This is an optimization exercise on Yosys and OpenROAD, whose aim is small area, a short achievable clock period and few clock cycles, not a production implementation.
Function was checked by simulation only, so behaviour that the tests miss may differ from the original.
Power figures rest on the tool's default switching activity, not on a simulated workload.

Setup of north:
==> flow/design.v <==
package raster_pkg;
    localparam int screen_w = 16;
    localparam int screen_h = 8;
    localparam int x_width = $clog2(screen_w);
    localparam int y_width = $clog2(screen_h);
    localparam int pixel_count = screen_w * screen_h;
    localparam int index_width = x_width + y_width;
    localparam int depth_width = 16;
    localparam int rgb565_width = 16;
    localparam logic [7:0] default_alpha = 8'h00;
    typedef struct packed {
        logic [x_width-1:0] x;
        logic [y_width-1:0] y;
    } screen_pos_t;
    typedef struct packed {
        logic [7:0] r;
        logic [7:0] g;
        logic [7:0] b;
        logic [7:0] a;
    } rgba8888_t;
    typedef struct packed {
        logic [4:0] r;
        logic [5:0] g;
        logic [4:0] b;
    } rgb565_t;
    typedef struct packed {
        logic        enable;
        screen_pos_t start_pos;
        screen_pos_t end_pos;
    } scissor_t;
    typedef struct packed {
        scissor_t               scissor;
        rgba8888_t              clear_color;
        logic [depth_width-1:0] clear_depth;
        logic                   color_write_enable;
        logic                   depth_write_enable;
    } fb_config_t;
    typedef enum logic [1:0] {
        CMD_NONE        = 2'd0,
        CMD_MEMSET      = 2'd1,
        CMD_SWAP        = 2'd2,
        CMD_MEMSET_SWAP = 2'd3
    } fb_cmd_e;
    typedef enum logic [1:0] {
        SEQ_IDLE   = 2'd0,
        SEQ_LAUNCH = 2'd1,
        SEQ_WAIT   = 2'd2
    } seq_state_e;
    function automatic logic [rgb565_width-1:0] to_rgb565(input logic [31:0] color);
        to_rgb565 = {color[31:27], color[23:18], color[15:11]};
    endfunction
    function automatic logic [31:0] from_rgb565(input logic [rgb565_width-1:0] color);
        from_rgb565 = {color[15:11], 3'b000, color[10:5], 2'b00, color[4:0], 3'b000, default_alpha};
    endfunction
endpackage
`timescale 1ns/10ps
module fb_rd_or8 (
    input  logic [7:0] pix,
    input  logic [7:0] sel,
    output logic       y
);
    assign y = |(pix & sel);
endmodule
module framebuffer_tile #(
    parameter int pixel_width = 16
)
(
    input  logic                        clk,
    input  logic [127:0]                pix_we,
    input  logic [pixel_width-1:0]      wdata,
    input  logic [127:0]                rd_hot,
    output logic [pixel_width-1:0]      rd_data
);
    logic [pixel_width-1:0] mem [128];
    for (genvar p = 0; p < 128; p++)
    begin : g_pix
        always_ff @(posedge clk)
        begin
            if (pix_we[p])
            begin
                mem[p] <= wdata;
            end
        end
    end
    logic [15:0]            or8 [pixel_width];
    logic [pixel_width-1:0] rd_sel;
    for (genvar b = 0; b < pixel_width; b++)
    begin : g_bit
        for (genvar g = 0; g < 16; g++)
        begin : g_grp
            logic [7:0] pix;
            for (genvar k = 0; k < 8; k++)
            begin : g_k
                assign pix[k] = mem[8*g+k][b];
            end
            fb_rd_or8 u (
                .pix (pix),
                .sel (rd_hot[8*g +: 8]),
                .y   (or8[b][g])
            );
        end
        assign rd_sel[b] = |or8[b];
    end
    always_ff @(posedge clk)
    begin
        rd_data <= rd_sel;
    end
endmodule
`timescale 1ns/10ps
module buffer_sequencer (
    input  logic                clk,
    input  logic                rst,
    input  logic                cmd_valid,
    input  logic [1:0]          cmd,
    input  logic                fb_swapped,
    output logic                swap_fb,
    output logic                busy,
    output logic                cmd_done
);
    logic accept;
    assign accept    = cmd_valid && !busy && (cmd != 2'd0);
    always_ff @(posedge clk)
    begin
        if (rst)
        begin
            busy     <= 1'b0;
            swap_fb  <= 1'b0;
            cmd_done <= 1'b0;
        end
        else
        begin
            swap_fb  <= accept && cmd[1];
            if (busy)
            begin
                busy     <= !fb_swapped;
                cmd_done <= fb_swapped;
            end
            else
            begin
                busy     <= accept && cmd[1];
                cmd_done <= accept && !cmd[1];
            end
        end
    end
endmodule
`timescale 1ns/10ps
module fb_backend_top (
    input  logic        clk,
    input  logic        rst,
    input  logic [64:0] cfg,
    input  logic        cmd_valid,
    input  logic [1:0]  cmd,
    input  logic        wr_valid,
    input  logic [6:0]  wr_pos,
    input  logic [31:0] wr_color,
    input  logic [15:0] wr_depth,
    input  logic        rd_valid,
    input  logic [6:0]  rd_pos,
    input  logic        fb_swapped,
    output logic        color_rd_valid,
    output logic [31:0] color_rd_data,
    output logic        depth_rd_valid,
    output logic [15:0] depth_rd_data,
    output logic        busy,
    output logic        swap_fb,
    output logic        cmd_done
);
    raster_pkg::fb_config_t  cfg_s;
    logic                    rd_v;
    logic [127:0]            pix_hit;
    logic [127:0]            color_we;
    logic [127:0]            depth_we;
    logic [127:0]            rd_hot;
    logic [15:0]             color_wdata;
    logic [15:0]             depth_wdata;
    logic [15:0]              color_rd_raw;
    assign cfg_s = cfg;
    buffer_sequencer seq (
        .clk        (clk),
        .rst        (rst),
        .cmd_valid  (cmd_valid),
        .cmd        (cmd),
        .fb_swapped (fb_swapped),
        .swap_fb    (swap_fb),
        .busy       (busy),
        .cmd_done   (cmd_done)
    );
    logic        clear_req;
    logic        color_go;
    logic        depth_go;
    logic [15:0] col_c;
    logic [15:0] col_d;
    logic [15:0] col_w;
    logic [7:0]  row_s;
    logic [7:0]  row_w;
    assign clear_req = cmd_valid && cmd[0];
    assign color_go  = !busy && cfg_s.color_write_enable;
    assign depth_go  = !busy && cfg_s.depth_write_enable;
    for (genvar x = 0; x < 16; x++)
    begin : g_x
        logic x_in;
        assign x_in     = (4'(x) >= cfg_s.scissor.start_pos.x) && (4'(x) < cfg_s.scissor.end_pos.x);
        assign col_c[x] = color_go && (!cfg_s.scissor.enable || x_in);
        assign col_d[x] = depth_go && (!cfg_s.scissor.enable || x_in);
        assign col_w[x] = wr_valid && (wr_pos[6:3] == 4'(x));
    end
    for (genvar y = 0; y < 8; y++)
    begin : g_y
        logic y_in;
        assign y_in     = (3'(y) >= cfg_s.scissor.start_pos.y) && (3'(y) < cfg_s.scissor.end_pos.y);
        assign row_s[y] = !cfg_s.scissor.enable || y_in;
        assign row_w[y] = (wr_pos[2:0] == 3'(y));
    end
    for (genvar p = 0; p < 128; p++)
    begin : g_we
        assign pix_hit[p]  = row_s[p / 16] && (clear_req || (col_w[p % 16] && row_w[p / 16]));
        assign color_we[p] = col_c[p % 16] && pix_hit[p];
        assign depth_we[p] = col_d[p % 16] && pix_hit[p];
    end
    for (genvar p = 0; p < 128; p++)
    begin : g_rd
        assign rd_hot[p] = ({rd_pos[2:0], rd_pos[6:3]} == 7'(p));
    end
    assign color_wdata = clear_req ? raster_pkg::to_rgb565(cfg_s.clear_color) : raster_pkg::to_rgb565(wr_color);
    assign depth_wdata = clear_req ? cfg_s.clear_depth : wr_depth;
    framebuffer_tile #(
        .pixel_width (16)
    ) color_tile (
        .clk     (clk),
        .pix_we  (color_we),
        .wdata   (color_wdata),
        .rd_hot  (rd_hot),
        .rd_data (color_rd_raw)
    );
    framebuffer_tile #(
        .pixel_width (16)
    ) depth_tile (
        .clk     (clk),
        .pix_we  (depth_we),
        .wdata   (depth_wdata),
        .rd_hot  (rd_hot),
        .rd_data (depth_rd_data)
    );
    always_ff @(posedge clk)
    begin
        if (rst)
        begin
            rd_v <= 1'b0;
        end
        else
        begin
            rd_v <= rd_valid && !busy;
        end
    end
    assign color_rd_data  = raster_pkg::from_rgb565(color_rd_raw);
    assign color_rd_valid = rd_v;
    assign depth_rd_valid = rd_v;
endmodule
make LEC_CHECK=0 CAP_MARGIN=20 CORE_MARGIN=2 CORE_UTILIZATION=40 CTS_CLUSTER_DIAMETER=100 CTS_CLUSTER_SIZE=24 PLACE_DENSITY=0.66 SETUP_SLACK_MARGIN=3.2 SLEW_MARGIN=20 SYNTH_HIERARCHICAL=1 SYNTH_MINIMUM_KEEP_SIZE=0 finish   # period 6.0 ns
run.sh (not shown) runs the stock make flow with config.mk's settings and CLKGATE_MAP_FILE= SYNTH_SCRIPT=/design/flow/synth_recipe.tcl, a recipe that flattens the netlist after the stock synthesis.
north: flow completed, timing, DRC and antenna clean
Testbench counts of north, summed over its fixed seeds: cycles 4,796.
[inputs] south vs north
- setting GPL_ROUTABILITY_DRIVEN to 0 for the first time
- removing PLACE_DENSITY (formerly 0.66)
==> comparison <==
- Comparing south and north, the lower number of buffer and inverter stages on the critical path is on north.
- Power across south and north: no real change.
- Looking at non-clock buffer total of the final layout, south sits 53 lower than north does.
- Measured against south, the number of post-CTS setup repair buffers of north comes out at 1.18 times the reference value.
- Side by side, post-layout minimum cycle time turned out higher in south than in north.
- ~same register share of total power in south and north
For east, these inputs were changed with respect to south:
- GPL_ROUTABILITY_DRIVEN: 0 -> unset
- SETUP_SLACK_MARGIN: 3.2 -> 3.0
==> flow/flow/run.sh (new file) <==
#!/bin/bash
# The standard layout, with the port buffers that buffer_ports inserts made
# plain buffers (buf_4) instead of the delay cell it picks on its own; the
# resizer then sizes them like any other buffer.
set -euo pipefail
export BUFFER_PORTS_ARGS="-buffer_cell sky130_fd_sc_hd__buf_4"
bash standard.sh finish > standard.log 2>&1
==> flow/standard.sh (new file) <==
#!/bin/bash
# synth_recipe.tcl (not shown) runs the flow's synth.tcl, then flattens the netlist and writes it again
# the make line also repeats each setting of config.mk as NAME=value (left out here)
make -C /OpenROAD-flow-scripts/flow DESIGN_CONFIG=/design/flow/config.mk WORK_HOME=/design/flow/orfs CLKGATE_MAP_FILE= SYNTH_SCRIPT=/design/flow/synth_recipe.tcl "${@:-finish}"
removed: flow/run.sh
Notes after the runs:
In summary, east completed successfully, with a layout that passed the timing, design-rule and antenna checks.
east vs south — met3 wire length dropped by more than 10%
On initial antenna violation count: east sits above south.
Share of the cycle needed by the critical path after routing: east vs south up 1.1 points
Fraction of the mapped netlist area in compound gates: east vs south, no meaningful difference
Re number of library cell types mapped by synthesis: no difference whatsoever between south and east.
Number of gates on the worst path with buffers counted: east vs south down 1
Looking at count of filler cells inserted in the layout, east sits above south.
In the reports for east and south, the larger register-to-register slack belongs to south.
--- input diff east..west ---
- swapping 3.0 for 3.2 in SETUP_SLACK_MARGIN
==> flow/run.sh (new file) <==
#!/bin/bash
# synth_recipe.tcl (not shown) runs the flow's synth.tcl, then flattens the netlist and writes it again
# the make line also repeats each setting of config.mk as NAME=value (left out here)
make -C /OpenROAD-flow-scripts/flow DESIGN_CONFIG=/design/flow/config.mk WORK_HOME=/design/flow/orfs CLKGATE_MAP_FILE= SYNTH_SCRIPT=/design/flow/synth_recipe.tcl finish
removed: flow/flow/run.sh
removed: flow/standard.sh
Findings:
Higher number of CTS-inserted buffers was reported by east, not west.
Comparing east and west, the higher worst hold-check slack was measured on west.
east and west ended up with roughly the same relative contribution of sequential cells to total power.
Compared with east, west shows a higher met1 usage in global routing.
Of the two values seen for launch point of the critical path, cmd_valid was produced by west and rd_pos[0] by east.
Compared to east, west has total vias in the final route 1129 higher.
west -> east: number of nets with antenna violations after routing delta 0, exact match
In the reports for east and west, the smaller fmax belongs to east.
Summary of west over east: area growth from synthesis to layout went up 2.4 points; sum of routed wire length over all layers went up about 1.8%.

## separate check: timing with driven ports
How much do the figures lean on ideal ports? The routed layouts below were timed once more, with nothing changed but the port constraints.
Step 1 (the two cells are an assumption about what drives the block):
set clk [get_ports {clk}]
set_driving_cell -lib_cell sky130_fd_sc_hd__clkbuf_16 $clk
set_driving_cell -lib_cell sky130_fd_sc_hd__buf_2 [delete_from_list [all_inputs] $clk]
Step 2 also shifts input and output timing later by t, the mid clock arrival at the registers, as if the neighbouring blocks saw the same clock.
Slacks: ideal ports / drivers / drivers and shift; pairs: ideal ports / drivers.
run	shift t [ns]	slack for setup (ns)	worst data-port slew with drivers (ns)	pins driven straight from the clock port
north	1.029	3.002 / 2.891 / 1.862	0.29	1
south	1.038	2.936 / 2.899 / 1.861	0.20	1
east	1.015	2.870 / 2.786 / 1.771	0.24	1
west	1.060	3.037 / 3.093 / 2.032	0.20	1
After both steps every run listed still meets setup and hold. For north, which loses most, drivers alone change the setup slack by -0.111 ns; drivers and shift together by -1.140 ns.
